This design comes from an exercise in tuning for small area, a short achievable clock period and few clock cycles per item on the open sky130 flow, not from production work. No activity file was given, so power comes from the tool's default toggle rates.

==> wip/garnet: inputs <==
==> flow/design.v <==
`default_nettype none
package sst_pkg;
   localparam int CAPACITY_DEFAULT = 16;
   localparam int KEY_BITS_DEFAULT = 16;
   localparam int COUNT_W = 16;
   localparam int TOTAL_W = 20;
   localparam int KEY_PORT_W = 16;
   localparam logic [COUNT_W-1:0] LIMIT_RESET = 16'd64;
   localparam logic CMD_INSERT = 1'b0;
   localparam logic CMD_QUERY  = 1'b1;
   localparam logic STATUS_OK      = 1'b0;
   localparam logic STATUS_NOSPACE = 1'b1;
endpackage
`default_nettype wire
`default_nettype none
module sst_ram #(
   parameter int WIDTH     = 32,
   parameter int DEPTH     = 16,
   parameter int ADDR_BITS = (DEPTH > 1) ? $clog2(DEPTH) : 1
) (
   input  wire logic                 clock,
   input  wire logic                 wr_en,
   input  wire logic [ADDR_BITS-1:0] wr_addr,
   input  wire logic [WIDTH-1:0]     wr_data,
   input  wire logic [ADDR_BITS-1:0] rd_addr,
   output logic      [WIDTH-1:0]     rd_data
);
   logic [WIDTH-1:0] mem_ff [DEPTH];
   logic [WIDTH-1:0] rd_data_ff;
   assign rd_data = rd_data_ff;
   always_ff @(posedge clock) begin
      if (wr_en) begin
         mem_ff[wr_addr] <= wr_data;
      end
      rd_data_ff <= mem_ff[rd_addr];
   end
endmodule
`default_nettype wire
`default_nettype none
module sorted_stack_count_table
#(
   parameter int CAPACITY = sst_pkg::CAPACITY_DEFAULT,
   parameter int KEY_BITS = sst_pkg::KEY_BITS_DEFAULT
) (
   input  wire logic                  clock,
   input  wire logic                  reset,
   input  wire logic                  req_valid,
   output logic                       req_ready,
   input  wire logic                  req_cmd,
   input  wire logic [sst_pkg::KEY_PORT_W-1:0] req_item_key,
   input  wire logic [sst_pkg::COUNT_W-1:0]    req_add_count,
   output logic                       rsp_valid,
   input  wire logic                  rsp_ready,
   output logic                       rsp_status,
   output logic                       rsp_found,
   output logic [sst_pkg::COUNT_W-1:0]         rsp_item_count,
   output logic [sst_pkg::TOTAL_W-1:0]         rsp_total_units,
   input  wire logic                  csr_wr_en,
   input  wire logic [sst_pkg::COUNT_W-1:0]    csr_wr_data
);
   localparam int CW = sst_pkg::COUNT_W;
   localparam int TW = sst_pkg::TOTAL_W;
   logic [KEY_BITS-1:0] key_ff [CAPACITY];
   logic [CW-1:0]       cnt_ff [CAPACITY];
   logic [CAPACITY-1:0] vld_ff;             
   logic [CAPACITY-1:0] lins_ff;            
   logic [TW-1:0]       total_ff;
   logic [CW-1:0]       limit_ff;
   logic                a_v;
   logic                a_cmd;
   logic [KEY_BITS-1:0] a_key;
   logic [CW-1:0]       a_add;
   logic                p_v;
   logic                p_cmd;
   logic [KEY_BITS-1:0] p_key;
   logic [CW-1:0]       p_add;
   logic [CAPACITY-1:0] p_match;
   logic                p_hit;
   logic [CW-1:0]       p_cnt;
   logic [CW-1:0]       p_room;             
   logic                p_big;              
   logic                p_same;
   logic                r_v, s_v;
   logic                r_status, r_found, s_status, s_found;
   logic [CW-1:0]       r_count, s_count;
   logic [TW-1:0]       r_total;
   logic                fire;               
   logic                a_go;               
   logic                a_v_nx, p_v_nx, r_v_nx, s_v_nx;
   logic                rdy_ff;
   assign fire      = p_v & ~s_v;
   assign a_go      = ~p_v | ~s_v;
   assign req_ready = rdy_ff;
   assign rsp_valid       = r_v;
   assign rsp_status      = r_status;
   assign rsp_found       = r_found;
   assign rsp_item_count  = r_count;
   assign rsp_total_units = r_total;
   always_comb begin
      a_v_nx = (req_valid && req_ready) || (a_v && !a_go);
      p_v_nx = (a_v && a_go) || (p_v && !fire);
      r_v_nx = s_v || fire || (r_v && !rsp_ready);
      s_v_nx = s_v ? !rsp_ready : (fire && r_v && !rsp_ready);
   end
   always_ff @(posedge clock) begin
      if (reset) begin
         a_v    <= 1'b0;
         p_v    <= 1'b0;
         r_v    <= 1'b0;
         s_v    <= 1'b0;
         rdy_ff <= 1'b1;
      end else begin
         a_v    <= a_v_nx;
         p_v    <= p_v_nx;
         r_v    <= r_v_nx;
         s_v    <= s_v_nx;
         rdy_ff <= !(a_v_nx && p_v_nx && s_v_nx);
      end
      if (req_ready) begin
         a_cmd <= req_cmd;
         a_key <= KEY_BITS'(req_item_key);
         a_add <= req_add_count;
      end
   end
   logic [CAPACITY-1:0] l_match;
   logic [CW-1:0]       l_cnt;
   always_comb begin
      l_cnt = '0;
      for (int i = 0; i < CAPACITY; i++) begin
         l_match[i] = vld_ff[i] && (key_ff[i] == a_key);
         l_cnt      = l_cnt | (l_match[i] ? cnt_ff[i] : '0);
      end
   end
   always_ff @(posedge clock) begin
      if (a_go) begin
         p_cmd   <= a_cmd;
         p_key   <= a_key;
         p_add   <= a_add;
         p_match <= l_match;
         p_hit   <= |l_match;
         p_cnt   <= l_cnt;
         p_room  <= limit_ff - a_add;
         p_big   <= a_add > limit_ff;
         p_same  <= fire && (a_key == p_key);
      end
   end
   logic [CAPACITY-1:0] m;
   logic                hit;
   logic [CW-1:0]       cnt;
   logic                fits_p, fits_r, fits;
   logic [CW-1:0]       sum_p, sum_r, sum;
   logic                ok;
   logic                ins;
   logic                do_add;
   logic [CAPACITY-1:0] free_oh;
   logic [CAPACITY-1:0] wsel;
   logic                res_status, res_found;
   logic [CW-1:0]       res_count;
   logic [TW-1:0]       total_nx;
   always_comb begin
      m        = p_match | (p_same ? lins_ff : '0);
      hit      = p_same ? r_found : p_hit;
      cnt      = p_same ? r_count : p_cnt;
      fits_p   = p_cnt <= p_room;
      fits_r   = r_count <= p_room;
      fits     = p_same ? fits_r : fits_p;
      sum_p    = p_cnt + p_add;
      sum_r    = r_count + p_add;
      sum      = p_same ? sum_r : sum_p;
      ins      = (p_cmd == sst_pkg::CMD_INSERT);
      ok       = !p_big && fits && (hit || !vld_ff[CAPACITY-1]);
      do_add   = fire && ins && ok;
      free_oh  = ~vld_ff & {vld_ff[CAPACITY-2:0], 1'b1};
      wsel     = hit ? m : free_oh;
      res_status = (ins && !ok) ? sst_pkg::STATUS_NOSPACE : sst_pkg::STATUS_OK;
      res_found  = hit || (ins && ok);
      res_count  = (ins && ok) ? sum : cnt;
      total_nx   = do_add ? total_ff + TW'(p_add) : total_ff;
   end
   always_ff @(posedge clock) begin
      for (int i = 0; i < CAPACITY; i++) begin
         if (fire && wsel[i]) begin
            key_ff[i] <= p_key;
            cnt_ff[i] <= res_count;
         end
      end
      if (fire) begin
         lins_ff <= (do_add && !hit) ? free_oh : '0;
      end
      if (reset) begin
         vld_ff   <= '0;
         total_ff <= '0;
         limit_ff <= sst_pkg::LIMIT_RESET;
      end else begin
         if (do_add && !hit) begin
            vld_ff <= {vld_ff[CAPACITY-2:0], 1'b1};
         end
         total_ff <= total_nx;
         if (csr_wr_en) begin
            limit_ff <= csr_wr_data;
         end
      end
   end
   always_ff @(posedge clock) begin
      if (!r_v || rsp_ready) begin
         r_status <= s_v ? s_status : res_status;
         r_found  <= s_v ? s_found  : res_found;
         r_count  <= s_v ? s_count  : res_count;
         r_total  <= total_nx;
      end
      if (!s_v) begin
         s_status <= res_status;
         s_found  <= res_found;
         s_count  <= res_count;
      end
   end
endmodule
`default_nettype wire
==> flow/flow/run.sh <==
#!/bin/bash
# The standard layout, with repair_timing asked for 7 ns of setup slack
# at the design's own clock period and constraints (constraint.sdc unchanged)
set -euo pipefail
bash standard.sh SETUP_SLACK_MARGIN=7 finish > make_finish.log 2>&1
==> flow/standard.sh <==
#!/bin/bash
# synth_recipe.tcl (not shown) runs the flow's synth.tcl, then flattens the netlist and writes it again
# the make line also repeats each setting of config.mk as NAME=value (left out here)
make -C /OpenROAD-flow-scripts/flow DESIGN_CONFIG=/design/flow/config.mk WORK_HOME=/design/flow/orfs CLKGATE_MAP_FILE= SYNTH_SCRIPT=/design/flow/synth_recipe.tcl "${@:-finish}"
==> flow/config.mk <==
export PLATFORM = sky130hd
export DESIGN_NAME = sorted_stack_count_table
export DESIGN_NICKNAME = sorted_stack_count_table
export VERILOG_FILES = /design/flow/design.v
export SDC_FILE = /design/flow/constraint.sdc
export NUM_CORES = 4
export LEC_CHECK = 0
export ABC_CLOCK_PERIOD_IN_PS = 2500
export CAP_MARGIN = 20
export CORE_MARGIN = 2
export CORE_UTILIZATION = 60
export PLACE_DENSITY = 0.7
export SLEW_MARGIN = 20
==> flow/constraint.sdc <==
create_clock -name core_clock -period 10.0 [get_ports {clock}]
set_input_delay 2.0000 -clock core_clock [delete_from_list [all_inputs] [get_ports {clock}]]
set_output_delay 2.0000 -clock core_clock [all_outputs]
set_load 0.01 [all_outputs]
==> wip/xenon: changes against wip/garnet <==
--- a/flow/design.v
+++ b/flow/design.v
@@ -85,4 +85,35 @@
    logic [CW-1:0]       r_count, s_count;
    logic [TW-1:0]       r_total;
+   logic                lr_found;
+   logic [CW-1:0]       lr_count;
+   function automatic logic [CW-1:0] add_pp(input logic [CW-1:0] a, input logic [CW-1:0] b);
+      logic [CW-1:0] p, g, gn, pn, pp;
+      p  = a ^ b;
+      g  = a & b;
+      pp = p;
+      for (int d = 1; d < CW; d = d * 2) begin
+         gn = g;
+         pn = pp;
+         for (int i = d; i < CW; i++) begin
+            gn[i] = g[i] | (pp[i] & g[i-d]);
+            pn[i] = pp[i] & pp[i-d];
+         end
+         g  = gn;
+         pp = pn;
+      end
+      add_pp = p ^ {g[CW-2:0], 1'b0};
+   endfunction
+   function automatic logic le_pp(input logic [CW-1:0] a, input logic [CW-1:0] b);
+      logic [CW-1:0] gt, eq;
+      gt = a & ~b;
+      eq = ~(a ^ b);
+      for (int w = 1; w < CW; w = w * 2) begin
+         for (int i = 0; i + w < CW; i = i + 2 * w) begin
+            gt[i] = gt[i+w] | (eq[i+w] & gt[i]);
+            eq[i] = eq[i+w] & eq[i];
+         end
+      end
+      le_pp = !gt[0];
+   endfunction
    logic                fire;               
    logic                a_go;               
@@ -160,12 +191,12 @@
    always_comb begin
       m        = p_match | (p_same ? lins_ff : '0);
-      hit      = p_same ? r_found : p_hit;
-      cnt      = p_same ? r_count : p_cnt;
-      fits_p   = p_cnt <= p_room;
-      fits_r   = r_count <= p_room;
-      fits     = p_same ? fits_r : fits_p;
-      sum_p    = p_cnt + p_add;
-      sum_r    = r_count + p_add;
-      sum      = p_same ? sum_r : sum_p;
+      hit      = p_same ? lr_found : p_hit;
+      cnt      = p_same ? lr_count : p_cnt;
+      fits_p   = le_pp(p_cnt, p_room);
+      fits_r   = le_pp(lr_count, p_room);
+      fits     = (p_same && fits_r) || (!p_same && fits_p);
+      sum_p    = add_pp(p_cnt, p_add);
+      sum_r    = add_pp(lr_count, p_add);
+      sum      = ({CW{p_same}} & sum_r) | ({CW{!p_same}} & sum_p);
       ins      = (p_cmd == sst_pkg::CMD_INSERT);
       ok       = !p_big && fits && (hit || !vld_ff[CAPACITY-1]);
@@ -186,5 +217,7 @@
       end
       if (fire) begin
-         lins_ff <= (do_add && !hit) ? free_oh : '0;
+         lins_ff  <= (do_add && !hit) ? free_oh : '0;
+         lr_found <= res_found;
+         lr_count <= res_count;
       end
       if (reset) begin
==> flow/flow/run.sh (replaced) <==
#!/bin/bash
# The standard layout, with repair_timing asked for 6.6 ns of setup slack
# at the design's own clock period and constraints (constraint.sdc unchanged)
set -euo pipefail
bash standard.sh SETUP_SLACK_MARGIN=6.6 finish > make_finish.log 2>&1
- CTS_CLUSTER_DIAMETER: not set -> 100
- CTS_CLUSTER_SIZE: not set -> 25
==> comparison table <==
item	wip/xenon	wip/garnet
Average size of a mapped cell	15.12 um^2	15.32 um^2
Clk pwr	1.73 mW	2.81 mW
Post-synth design cell area	32470 um^2	31600 um^2
DIE AREA	55990 um^2	54520 um^2
Area taken by flip-flops and latches	22520 um^2	22010 um^2
Largest net degree at the start of global routing	73	60
Arrival @ worst endpoint	3.79 ns	3.83 ns
Crit path launch	p_add[0]	r_count[7]
Result of the run	timing/DRC/antenna clean	timing/DRC/antenna clean
Met2 demand-to-capacity share in global routing	50.63%	50.81%
Number of distinct library cell variants in the gate-level netlist after synthesis	64	60
Worst hold slack	0.4658 ns	0.4191 ns
Sw frac	21.75%	22.10%
FF-to-FF setup slack	6.56 ns	6.55 ns
Number of nets in the layout	2470	2487
Die W	236.6 um	233.5 um
Total power density per cell area	156.8 nW/um^2	177.6 nW/um^2
Start point of the worst min-delay path	a_add[15]	a_cmd
Clock transition at the registers of the reported paths	0.10 ns	0.07 ns
No run of this note included a check of the RTL's function; only the layout flow was run.

[what the ideal ports hide]
The flow's constraints put no driver on any port. The routed layouts listed below were extracted and timed again, unchanged, in two steps.
Step 1, drivers: a clkbuf_16 drives clock and a buf_2 each remaining input, both assumed.
Step 2 moves the port delays by t, midway between the first and last clock arrival at a register: inputs arrive t later, outputs are due t later. That takes back most of the time a late clock gives input paths.
a / b / c = ideal / step 1 / step 2; a / b = the first two.
run	t (ns)	slack for setup (ns)	clock arrival spread, ns	slew at the worst register clock pin (ns)	pins driven straight from the clock port
wip/garnet	0.676	6.549 / 6.549 / 6.547	0.030 / 0.030	0.07 / 0.07	1
wip/xenon	0.647	6.562 / 6.562 / 6.344	0.030 / 0.030	0.10 / 0.10	1
After both steps every run listed still meets setup and hold. For wip/xenon, which loses most, drivers alone change the setup slack by 0.000 ns; drivers and shift together by -0.218 ns.
